Source: an optimization exercise on an open RTL-to-GDS flow (aim: small area and a short achievable clock period). Production flows keep margins and buffers that such runs may drop.
Where RTL was checked, it was by simulation tests only, not by an equivalence proof against the original.

==> inputs of branch amber <==
==> flow/design.v <==
module retire_trace_buffer #(
    parameter int DEPTH = 16
) (
    input  logic                   clk,
    input  logic                   reset,
    input  logic                   trace_en,
    input  logic [31:0]            pc,
    input  logic [31:0]            inst,
    input  logic                   rf_we,
    input  logic [4:0]             rf_waddr,
    input  logic [31:0]            rf_wdata,
    output logic                   overflow,
    output logic [15:0]            drop_count,
    input  logic                   clr_ovf,
    output logic [$clog2(DEPTH):0] level,
    output logic [31:0]            out_data,
    output logic                   out_valid,
    input  logic                   out_ready
);
    localparam int IDX_W = $clog2(DEPTH);
    localparam int LVL_W = IDX_W + 1;
    logic        armed_q;
    logic [31:0] pc_q;
    logic [31:0] inst_q;
    logic        wv_q;
    logic [4:0]  waddr_q;
    logic [31:0] wdata_q;
    logic [IDX_W-1:0] wr_q, rd_q;
    logic [LVL_W-1:0] level_q;
    logic [1:0]       wc_q;
    logic             valid_q;
    logic [31:0]      out_q;
    logic             overflow_q;
    logic [15:0]      drop_count_q;
    logic [31:0] pc_mem    [DEPTH];
    logic [31:0] inst_mem  [DEPTH];
    logic [4:0]  waddr_mem [DEPTH];
    logic [31:0] wdata_mem [DEPTH];
    logic        retire_s, wr_hit_s;
    logic [4:0]  ent_waddr_s;
    logic [31:0] ent_wdata_s;
    logic        full_s, one_s, accept_s, last_s, pop_s;
    logic        push_req_s, push_s, drop_s, wr_free_s;
    logic [LVL_W-1:0] level_d;
    logic        valid_d;
    logic [IDX_W-1:0] rd1_s;
    logic [31:0] next_pc_s, next_word_s, out_d;
    logic [4:0]  head_waddr_s;
    always_comb begin
        retire_s    = armed_q && (pc != pc_q);
        wr_hit_s    = rf_we && (rf_waddr != 5'd0);
        ent_waddr_s = wr_hit_s ? rf_waddr : (wv_q ? waddr_q : 5'd0);
        ent_wdata_s = wr_hit_s ? rf_wdata : (wv_q ? wdata_q : 32'd0);
        full_s     = level_q[IDX_W];
        one_s      = (level_q == LVL_W'(1));
        accept_s   = valid_q && out_ready;
        last_s     = (wc_q == 2'd3);
        pop_s      = accept_s && last_s;
        push_req_s = retire_s && trace_en;
        push_s     = push_req_s && (!full_s || pop_s);
        drop_s     = push_req_s && full_s && !pop_s;
        wr_free_s  = !full_s || pop_s;
        level_d = level_q;
        if (push_s && !pop_s)      level_d = level_q + LVL_W'(1);
        else if (pop_s && !push_s) level_d = level_q - LVL_W'(1);
        valid_d = push_s || (valid_q && !(pop_s && one_s));
        rd1_s        = rd_q + IDX_W'(1);
        next_pc_s    = pc_mem[rd1_s];
        head_waddr_s = waddr_mem[rd_q];
        case (wc_q)
            2'd0:    next_word_s = inst_mem[rd_q];
            2'd1:    next_word_s = {(head_waddr_s != 5'd0), 26'd0, head_waddr_s};
            default: next_word_s = wdata_mem[rd_q];
        endcase
        if (push_s && (!valid_q || (pop_s && one_s)))
            out_d = pc_q;                  
        else if (pop_s && !one_s)
            out_d = next_pc_s;             
        else if (accept_s && !last_s)
            out_d = next_word_s;           
        else if (valid_q && !accept_s)
            out_d = out_q;
        else
            out_d = 32'd0;
    end
    always_ff @(posedge clk or negedge reset) begin
        if (!reset) begin
            armed_q      <= 1'b0;
            wv_q         <= 1'b0;
            wr_q         <= '0;
            rd_q         <= '0;
            level_q      <= '0;
            wc_q         <= 2'd0;
            valid_q      <= 1'b0;
            out_q        <= 32'd0;
            overflow_q   <= 1'b0;
            drop_count_q <= 16'd0;
        end else begin
            armed_q <= 1'b1;
            wv_q    <= !retire_s && (wv_q || wr_hit_s);
            if (push_s) wr_q <= wr_q + IDX_W'(1);
            if (pop_s)  rd_q <= rd1_s;
            level_q <= level_d;
            if (pop_s)         wc_q <= 2'd0;
            else if (accept_s) wc_q <= wc_q + 2'd1;
            valid_q <= valid_d;
            out_q   <= out_d;
            if (clr_ovf) begin
                overflow_q   <= 1'b0;
                drop_count_q <= 16'd0;
            end else if (drop_s) begin
                overflow_q   <= 1'b1;
                if (drop_count_q != 16'hFFFF) drop_count_q <= drop_count_q + 16'd1;
            end
        end
    end
    always_ff @(posedge clk) begin
        pc_q <= pc;
        if (!armed_q || retire_s) inst_q <= inst;
        if (wr_hit_s) begin
            waddr_q <= rf_waddr;
            wdata_q <= rf_wdata;
        end
    end
    always_ff @(posedge clk) begin
        if (wr_free_s) begin
            pc_mem[wr_q]    <= pc_q;
            inst_mem[wr_q]  <= inst_q;
            waddr_mem[wr_q] <= ent_waddr_s;
            wdata_mem[wr_q] <= ent_wdata_s;
        end
    end
    assign out_valid  = valid_q;
    assign out_data   = out_q;
    assign overflow   = overflow_q;
    assign drop_count = drop_count_q;
    assign level      = level_q;
endmodule
==> flow/run.sh <==
#!/bin/bash
# synth_recipe.tcl (not shown) runs the flow's synth.tcl, then flattens the netlist and writes it again
# the make line also repeats each setting of config.mk as NAME=value (left out here)
make -C /OpenROAD-flow-scripts/flow DESIGN_CONFIG=/design/flow/config.mk WORK_HOME=/design/flow/orfs CLKGATE_MAP_FILE= SYNTH_SCRIPT=/design/flow/synth_recipe.tcl finish
==> flow/config.mk <==
export PLATFORM = sky130hd
export DESIGN_NAME = retire_trace_buffer
export DESIGN_NICKNAME = retire_trace_buffer
export VERILOG_FILES = /design/flow/design.v
export SDC_FILE = /design/flow/constraint.sdc
export NUM_CORES = 4
export LEC_CHECK = 0
export CAP_MARGIN = 20
export CORE_MARGIN = 2
export CORE_UTILIZATION = 40
export SETUP_SLACK_MARGIN = 3.0
export SLEW_MARGIN = 20
==> flow/constraint.sdc <==
create_clock -name core_clock -period 5.5 [get_ports {clk}]
set_input_delay 1.1000 -clock core_clock [delete_from_list [all_inputs] [get_ports {clk}]]
set_output_delay 1.1000 -clock core_clock [all_outputs]
set_load 0.01 [all_outputs]
==> branch lagoon (differences from branch amber) <==
==> flow/design.v, changed modules only <==
module retire_trace_buffer #(
    parameter int DEPTH = 16
) (
    input  logic                   clk,
    input  logic                   reset,
    input  logic                   trace_en,
    input  logic [31:0]            pc,
    input  logic [31:0]            inst,
    input  logic                   rf_we,
    input  logic [4:0]             rf_waddr,
    input  logic [31:0]            rf_wdata,
    output logic                   overflow,
    output logic [15:0]            drop_count,
    input  logic                   clr_ovf,
    output logic [$clog2(DEPTH):0] level,
    output logic [31:0]            out_data,
    output logic                   out_valid,
    input  logic                   out_ready
);
    localparam int IDX_W = $clog2(DEPTH);
    localparam int LVL_W = IDX_W + 1;
    logic        armed_q;
    logic [31:0] pc_q;
    logic [31:0] inst_q;
    logic        wv_q;
    logic [4:0]  waddr_q;
    logic [31:0] wdata_q;
    logic [IDX_W-1:0] wr_q;
    logic [DEPTH-1:0] rd_q;          
    logic [LVL_W-1:0] level_q;
    logic [3:0]       wc_q;          
    logic             valid_q;
    logic [31:0]      out_q;
    logic             overflow_q;
    logic [15:0]      drop_count_q;
    logic [31:0] pc_mem    [DEPTH];
    logic [31:0] inst_mem  [DEPTH];
    logic [4:0]  waddr_mem [DEPTH];
    logic [31:0] wdata_mem [DEPTH];
    logic        pc_chg_s, retire_s, push_req_s, wr_hit_s;
    logic [4:0]  ent_waddr_s;
    logic [31:0] ent_wdata_s;
    logic        full_s, one_s, accept_s, last_s, pop_s, wr_free_s;
    logic [31:0] next_pc_s, head_inst_s, head_wdata_s, next_word_s;
    logic [4:0]  head_waddr_s;
    logic [15:0] drop_inc_s;
    logic [LVL_W-1:0] level_n0, level_n1;
    logic             valid_n0, valid_n1;
    logic [31:0]      out_n0, out_n1;
    logic             wr_adv_n1;
    logic             ovf_n1;
    logic [15:0]      drop_n1;
    always_comb begin
        pc_chg_s    = (pc != pc_q);
        retire_s    = armed_q && pc_chg_s;
        push_req_s  = retire_s && trace_en;
        wr_hit_s    = rf_we && (rf_waddr != 5'd0);
        ent_waddr_s = wr_hit_s ? rf_waddr : (wv_q ? waddr_q : 5'd0);
        ent_wdata_s = wr_hit_s ? rf_wdata : (wv_q ? wdata_q : 32'd0);
        full_s    = level_q[IDX_W];
        one_s     = (level_q == LVL_W'(1));
        last_s    = wc_q[3];
        accept_s  = valid_q && out_ready;
        pop_s     = accept_s && last_s;
        wr_free_s = !full_s || last_s;
        next_pc_s    = 32'd0;
        head_inst_s  = 32'd0;
        head_waddr_s = 5'd0;
        head_wdata_s = 32'd0;
        for (int i = 0; i < DEPTH; i++) begin
            next_pc_s    = next_pc_s    | (pc_mem[i]    & {32{rd_q[(i+DEPTH-1)%DEPTH]}});
            head_inst_s  = head_inst_s  | (inst_mem[i]  & {32{rd_q[i]}});
            head_waddr_s = head_waddr_s | (waddr_mem[i] & {5{rd_q[i]}});
            head_wdata_s = head_wdata_s | (wdata_mem[i] & {32{rd_q[i]}});
        end
        if (wc_q[0])      next_word_s = head_inst_s;
        else if (wc_q[1]) next_word_s = {(head_waddr_s != 5'd0), 26'd0, head_waddr_s};
        else              next_word_s = head_wdata_s;
        level_n0 = pop_s ? level_q - LVL_W'(1) : level_q;
        valid_n0 = valid_q && !(pop_s && one_s);
        if (!valid_q)                out_n0 = 32'd0;
        else if (!out_ready)         out_n0 = out_q;
        else if (!last_s)            out_n0 = next_word_s;
        else if (!one_s)             out_n0 = next_pc_s;
        else                         out_n0 = 32'd0;
        wr_adv_n1 = !full_s || pop_s;
        level_n1  = (full_s || pop_s) ? level_q : level_q + LVL_W'(1);
        valid_n1  = 1'b1;
        if (!valid_q || (pop_s && one_s)) out_n1 = pc_q;    
        else                              out_n1 = out_n0;
        ovf_n1    = overflow_q || !wr_adv_n1;
        drop_inc_s = (drop_count_q == 16'hFFFF) ? drop_count_q : drop_count_q + 16'd1;
        drop_n1   = wr_adv_n1 ? drop_count_q : drop_inc_s;
    end
    always_ff @(posedge clk or negedge reset) begin
        if (!reset) begin
            armed_q      <= 1'b0;
            wv_q         <= 1'b0;
            wr_q         <= '0;
            rd_q         <= DEPTH'(1);
            level_q      <= '0;
            wc_q         <= 4'b0001;
            valid_q      <= 1'b0;
            out_q        <= 32'd0;
            overflow_q   <= 1'b0;
            drop_count_q <= 16'd0;
        end else begin
            armed_q <= 1'b1;
            wv_q    <= !retire_s && (wv_q || wr_hit_s);
            if (push_req_s && wr_adv_n1) wr_q <= wr_q + IDX_W'(1);
            if (pop_s)    rd_q <= {rd_q[DEPTH-2:0], rd_q[DEPTH-1]};
            if (accept_s) wc_q <= {wc_q[2:0], wc_q[3]};
            level_q <= push_req_s ? level_n1 : level_n0;
            valid_q <= push_req_s ? valid_n1 : valid_n0;
            out_q   <= push_req_s ? out_n1   : out_n0;
            if (clr_ovf) begin
                overflow_q   <= 1'b0;
                drop_count_q <= 16'd0;
            end else if (push_req_s) begin
                overflow_q   <= ovf_n1;
                drop_count_q <= drop_n1;
            end
        end
    end
    always_ff @(posedge clk) begin
        pc_q <= pc;
        if (!armed_q || pc_chg_s) inst_q <= inst;
        if (wr_hit_s) begin
            waddr_q <= rf_waddr;
            wdata_q <= rf_wdata;
        end
    end
    always_ff @(posedge clk) begin
        if (wr_free_s) begin
            pc_mem[wr_q]    <= pc_q;
            inst_mem[wr_q]  <= inst_q;
            waddr_mem[wr_q] <= ent_waddr_s;
            wdata_mem[wr_q] <= ent_wdata_s;
        end
    end
    assign out_valid  = valid_q;
    assign out_data   = out_q;
    assign overflow   = overflow_q;
    assign drop_count = drop_count_q;
    assign level      = level_q;
endmodule
--- a/flow/config.mk
+++ b/flow/config.mk
@@ -9,3 +9,5 @@
 export CORE_MARGIN = 2
-export CORE_UTILIZATION = 40
+export CORE_UTILIZATION = 70
+export CTS_CLUSTER_DIAMETER = 100
+export CTS_CLUSTER_SIZE = 30
 export SETUP_SLACK_MARGIN = 3.0
==> branch maple (differences from branch amber) <==
--- a/flow/config.mk
+++ b/flow/config.mk
@@ -7,2 +7,3 @@
 export LEC_CHECK = 0
+export ABC_AREA = 1
 export CAP_MARGIN = 20
==> qor summary <==
| metric | branch amber | branch maple | branch lagoon |
|---|---|---|---|
| Outcome | finished clean | finished clean | finished clean |
| Number of buffers and inverters on the critical path | 8 | 1 | 4 |
| Layout non-clock buf frac | 7.208% | 7.474% | 6.861% |
| End of the worst register-to-register path | out_q[23]$_DFFE_PN0P_ | out_q[14]$_DFFE_PN0P_ | level_q[2]$_DFFE_PN0P_ |
| Compound-cell area share of the yosys netlist | 1.254% | 6.619% | 11.63% |
| Final critical delay including setup and external delays | 2961 ps | 2557 ps | 2726 ps |
| Die Width | 416.8 µm | 425.4 µm | 308.9 µm |
| Number of tapcells | 2218 | 2340 | 1243 |
| Cell count of the worst reg-to-reg path | 14 | 12 | 9 |
| Initial core utilization | 40.26% | 40.28% | 70.76% |
| Worst-skew pair later-pin latency | 820 ps | 830 ps | 690 ps |
| Post-layout instance area | 83250 µm² | 85460 µm² | 74860 µm² |
| Post-Place Worst Slack | 872.3 ps | 1394 ps | 855.3 ps |
No functional check of the RTL was part of branch amber and branch maple.

## static timing again, ports no longer ideal
How much do the figures lean on ideal ports? The routed layouts below were timed once more, with nothing changed but the port constraints.
Step 1, drivers: a clkbuf_16 drives clk and a buf_2 each remaining input, both assumed.
Step 2 also shifts input and output timing later by t, the mid clock arrival at the registers, as if the neighbouring blocks saw the same clock.
a / b / c = ideal ports / drivers / drivers and shift; a / b = the first two.
run	t (ns)	setup slack, ns	latest minus earliest clock arrival (ns)	worst slew at a driven data input, ns	cell pins on the clock port's net
branch amber	0.884	2.539 / 2.539 / 1.886	0.030 / 0.030	0.14	1
branch lagoon	0.751	2.774 / 2.802 / 2.051	0.038 / 0.038	0.07	1
branch maple	0.901	2.943 / 2.855 / 2.121	0.037 / 0.037	0.13	1
After both steps every run listed still meets setup and hold. The setup slack of branch maple, which loses most, moves by -0.088 ns with the drivers and by -0.822 ns with both steps.
